From an optimization exercise on the open Yosys and OpenROAD flow, aimed at small area and a short achievable clock period; shortcuts taken in it are not production practice.
Function was checked by simulation only, so behaviour that the tests miss may differ from the original.

## sprite_addr_gen
module sprite_addr_gen #(
  parameter  int N_SPRITES = 4,
  parameter  int COORD_W   = 10,
  parameter  int ADDR_W    = 20,
  parameter  int FRAME_W   = 4,
  parameter  int ANIM_DIV  = 8,
  localparam int ID_W      = (N_SPRITES > 1) ? $clog2(N_SPRITES) : 1
) (
  input  logic                           frame_Clk,
  input  logic                           Reset,
  input  logic [COORD_W-1:0]             DrawX,
  input  logic [COORD_W-1:0]             DrawY,
  input  logic                           vsync_tick,
  input  logic [N_SPRITES-1:0]           anim_enable,
  input  logic [N_SPRITES-1:0]           anim_restart,
  input  logic [N_SPRITES-1:0]           sprite_flip,
  input  logic [N_SPRITES*COORD_W-1:0]   sprite_X,
  input  logic [N_SPRITES*COORD_W-1:0]   sprite_Y,
  input  logic [N_SPRITES*COORD_W-1:0]   sprite_W,
  input  logic [N_SPRITES*COORD_W-1:0]   sprite_H,
  input  logic [N_SPRITES*ADDR_W-1:0]    base_addr,
  input  logic [N_SPRITES*FRAME_W-1:0]   frame_count,
  output logic                           sprite_on,
  output logic [ID_W-1:0]                sprite_id,
  output logic [ADDR_W-1:0]              spriteAddress,
  output logic [N_SPRITES*FRAME_W-1:0]   frame_idx
);
Size in the first run: ~2000 cells after synthesis, roughly 42 flip-flops, roughly 330 I/O pins, ~0.014 mm² of cells after synthesis.
export LEC_CHECK = 0
export ABC_AREA = 1
export CAP_MARGIN = 20
export CORE_MARGIN = 2
export CORE_UTILIZATION = 40
export GPL_TIMING_DRIVEN = 0
export SETUP_SLACK_MARGIN = 2
export SLEW_MARGIN = 20
export TNS_END_PERCENT = 10
create_clock -name core_clock -period 12.0 [get_ports {frame_Clk}]
standard.sh (not shown) runs the stock make flow with config.mk's settings and CLKGATE_MAP_FILE= SYNTH_SCRIPT=/design/flow/synth_recipe.tcl, a recipe that flattens the netlist after the stock synthesis.
==> flow/flow/run.sh <==
#!/bin/bash
# Standard ORFS layout (the standard.sh, standard synthesis unchanged), except that the
# port buffers that placement inserts on every input and output use sky130_fd_sc_hd__buf_1
# instead of the tool's default pick (clkdlybuf4s50_1, a slow delay cell).
# Each make step's full output goes to its own log in this folder; ORFS's per-step logs stay
# under orfs/logs/.
set -euo pipefail
bash standard.sh synth > synth.log 2>&1
bash standard.sh BUFFER_PORTS_ARGS="-buffer_cell sky130_fd_sc_hd__buf_1" finish > layout.log 2>&1
Rerun with:
- CORE_UTILIZATION: 40 -> 55
- GPL_TIMING_DRIVEN: 0 -> not set
- TNS_END_PERCENT: 10 -> not set
=>
- The new run produced a clean layout
- wire length is lower by about 14%
- non-clock buffer count is higher by 59
- global-route usage is higher by 5.1 points
- first-iteration DRC count is higher by about 22%
- core utilization is higher by 23 points
- setup slack improves by 560 ps
- cell area is higher by 6.4%
Rerun with:
- CORE_UTILIZATION: 55 -> 40
- TNS_END_PERCENT: not set -> 10
After rerunning:
- The changed run completed with no timing, DRC or antenna violations
- count of clock-buffer cells in the layout is unchanged
- sequential cell count is unchanged
- routed wire length came out higher by 10%
- synthesized cell count is unchanged
- synthesized area is unchanged
- die area is higher by 37%
- setup slack improved by 53 ps
- design area drops by 5.3%
Rerun with:
- CORE_UTILIZATION: 40 -> 33
Outcome: The changed run went through all stages and came out clean; routed wire length is higher slightly; final area is higher slightly.

Setup of oak:
sprite_addr_gen again, from the RTL that the note above started with.
Design sprite_addr_gen, start of the top module:
module sprite_addr_gen #(
  parameter  int N_SPRITES = 4,
  parameter  int COORD_W   = 10,
  parameter  int ADDR_W    = 20,
  parameter  int FRAME_W   = 4,
  parameter  int ANIM_DIV  = 8,
  localparam int ID_W      = (N_SPRITES > 1) ? $clog2(N_SPRITES) : 1
) (
  input  logic                           frame_Clk,
  input  logic                           Reset,
  input  logic [COORD_W-1:0]             DrawX,
  input  logic [COORD_W-1:0]             DrawY,
  input  logic                           vsync_tick,
  input  logic [N_SPRITES-1:0]           anim_enable,
  input  logic [N_SPRITES-1:0]           anim_restart,
  input  logic [N_SPRITES-1:0]           sprite_flip,
  input  logic [N_SPRITES*COORD_W-1:0]   sprite_X,
  input  logic [N_SPRITES*COORD_W-1:0]   sprite_Y,
  input  logic [N_SPRITES*COORD_W-1:0]   sprite_W,
  input  logic [N_SPRITES*COORD_W-1:0]   sprite_H,
  input  logic [N_SPRITES*ADDR_W-1:0]    base_addr,
  input  logic [N_SPRITES*FRAME_W-1:0]   frame_count,
  output logic                           sprite_on,
  output logic [ID_W-1:0]                sprite_id,
  output logic [ADDR_W-1:0]              spriteAddress,
  output logic [N_SPRITES*FRAME_W-1:0]   frame_idx
);
==> flow/config.mk <==
export PLATFORM = sky130hd
export DESIGN_NAME = sprite_addr_gen
export DESIGN_NICKNAME = sprite_addr_gen
export VERILOG_FILES = /design/flow/design.v
export SDC_FILE = /design/flow/constraint.sdc
export NUM_CORES = 4
export LEC_CHECK = 0
export ABC_AREA = 1
export CAP_MARGIN = 20
export CORE_MARGIN = 2
export CORE_UTILIZATION = 40
export SETUP_SLACK_MARGIN = 2
export SLEW_MARGIN = 20
export TNS_END_PERCENT = 10
==> flow/constraint.sdc <==
create_clock -name core_clock -period 12.0 [get_ports {frame_Clk}]
set_input_delay 2.4000 -clock core_clock [delete_from_list [all_inputs] [get_ports {frame_Clk}]]
set_output_delay 2.4000 -clock core_clock [all_outputs]
set_load 0.01 [all_outputs]
==> flow/flow/run.sh <==
#!/bin/bash
# Standard ORFS layout (the standard.sh, standard synthesis unchanged), except that:
#  - the port buffers that placement inserts on every input and output use
#    sky130_fd_sc_hd__buf_1 instead of the tool's default pick (clkdlybuf4s50_1);
#  - after global routing, ORFS's power-recovery step (repair_timing -recover_power)
#    downsizes gates off the critical paths.
# Each make step's full output goes to its own log in this folder; ORFS's per-step logs
# stay under orfs/logs/.
set -euo pipefail
bash standard.sh synth > synth.log 2>&1
bash standard.sh BUFFER_PORTS_ARGS="-buffer_cell sky130_fd_sc_hd__buf_1" RECOVER_POWER=100 finish > layout.log 2>&1
### oak -> pine
# oak
export LEC_CHECK = 0
export ABC_AREA = 1
export CAP_MARGIN = 20
export CORE_MARGIN = 2
export CORE_UTILIZATION = 40
export SETUP_SLACK_MARGIN = 2
export SLEW_MARGIN = 20
export TNS_END_PERCENT = 10
create_clock -name core_clock -period 12.0 [get_ports {frame_Clk}]
# pine
export LEC_CHECK = 0
export ABC_AREA = 1
export CAP_MARGIN = 20
export CORE_MARGIN = 2
export CORE_UTILIZATION = 40
export SETUP_SLACK_MARGIN = 2
export SLEW_MARGIN = 20
create_clock -name core_clock -period 12.0 [get_ports {frame_Clk}]
==> flow/flow/run.sh <==
#!/bin/bash
# Standard ORFS layout (the standard.sh, standard synthesis unchanged), except that the
# port buffers that placement inserts on every input and output use sky130_fd_sc_hd__buf_1
# instead of the tool's default pick (clkdlybuf4s50_1, a slow delay cell).
# Each make step's full output goes to its own log in this folder; ORFS's per-step logs stay
# under orfs/logs/.
set -euo pipefail
bash standard.sh synth > synth.log 2>&1
bash standard.sh BUFFER_PORTS_ARGS="-buffer_cell sky130_fd_sc_hd__buf_1" finish > layout.log 2>&1
--- outcome ---
The worst setup slack before clock tree synthesis number comes out higher for oak vs pine.
Lower DRC marker count from the first detailed-route iteration was reported by pine, not oak.
Between oak and pine, the clock-cell share of area figures differ only marginally.
Total wire length after detailed routing: pine vs oak down about 4%
pine against oak: hold slack was more or less identical, total routed wire length on the met1 layer went up by 1400 um, total number of vias was more or less identical.
Result for oak and pine: all clean
Changes in birch relative to pine:
# pine
export LEC_CHECK = 0
export ABC_AREA = 1
export CAP_MARGIN = 20
export CORE_MARGIN = 2
export CORE_UTILIZATION = 40
export SETUP_SLACK_MARGIN = 2
export SLEW_MARGIN = 20
create_clock -name core_clock -period 12.0 [get_ports {frame_Clk}]
# birch
export LEC_CHECK = 0
export ABC_AREA = 1
export CAP_MARGIN = 20
export CORE_MARGIN = 2
export CORE_UTILIZATION = 40
export SETUP_SLACK_MARGIN = 2
export SLEW_MARGIN = 20
export TNS_END_PERCENT = 5
create_clock -name core_clock -period 12.0 [get_ports {frame_Clk}]
Notes after the runs:
- Compared with pine, area occupied by multi-input gates in birch decreased by a few percent.
- Post-layout worst setup margin delta (birch − pine): unfavourable
- Going from pine to birch, sequential share of layout area went up 0.24 points, wire length on met3 went up 23%.
- The critical path depth of birch is lower than that of pine.
- birch ended up with fewer standard cells than pine.
- Actual transition at the worst max-transition pin for birch: 30 ps down relative to pine
- Looking only at worst reg-to-reg path cell count, and setting everything else aside, the lower value of pine and birch goes to pine.
- The routed wirelength normalized by instance count in birch sits 6.4% above the value recorded for pine.
Changes in maple relative to birch:
# birch
export LEC_CHECK = 0
export ABC_AREA = 1
export CAP_MARGIN = 20
export CORE_MARGIN = 2
export CORE_UTILIZATION = 40
export SETUP_SLACK_MARGIN = 2
export SLEW_MARGIN = 20
export TNS_END_PERCENT = 5
create_clock -name core_clock -period 12.0 [get_ports {frame_Clk}]
# maple
export LEC_CHECK = 0
export ABC_AREA = 1
export CAP_MARGIN = 5
export CORE_MARGIN = 2
export CORE_UTILIZATION = 40
export SETUP_SLACK_MARGIN = 2
export SLEW_MARGIN = 5
export TNS_END_PERCENT = 10
create_clock -name core_clock -period 12.0 [get_ports {frame_Clk}]
[summary]
maple: full flow OK, the timing, DRC and antenna checks passed
Between maple and birch, it is maple whose global-route usage is higher, by 0.64 points.
In the tables for birch and maple, hold slack reads higher with birch.
Changes observed in maple relative to birch: post-CTS repair timing setup buffer count saw an increase, mean number of vias per cell saw little to no change, area growth from synthesis to final layout saw an increase, non-clock buffer count saw an increase, overall via count from detail_route saw an increase.
Average wire per cell in the routed design was higher in the run labelled maple.
Comparing birch and maple, the lower depth of the worst register-to-register path is on maple.

static timing again, ports no longer ideal:
How much do the figures lean on ideal ports? The routed layouts below were timed once more, with nothing changed but the port constraints. Step 1: set_driving_cell puts a clkbuf_16 on frame_Clk and a buf_2 on each other input, an assumption about the parent block. Step 2 moves the port delays by t, midway between the first and last clock arrival at a register: inputs arrive t later, outputs are due t later. That takes back most of the time a late clock gives input paths. Slacks: ideal / step 1 / step 2; pairs: ideal / step 1.
run	shift t [ns]	setup WS [ns]	slew at the worst register clock pin (ns)
the first run of note 1	0.322	0.596 / 0.607 / 0.286	0.07 / 0.07
the second run of note 1	0.332	1.153 / 1.153 / 0.821	0.06 / 0.06
the third run of note 1	0.320	1.206 / 1.220 / 0.901	0.06 / 0.06
the fourth run of note 1	0.318	1.176 / 1.190 / 0.872	0.06 / 0.06
oak	0.320	0.849 / 0.863 / 0.544	0.06 / 0.06
pine	0.325	1.241 / 1.211 / 0.886	0.07 / 0.07
birch	0.320	1.206 / 1.220 / 0.901	0.06 / 0.06
maple	0.316	1.226 / 1.240 / 0.924	0.06 / 0.06
After both steps every run listed still meets setup and hold. The setup slack of pine, which loses most, moves by -0.030 ns with the drivers and by -0.355 ns with both steps.
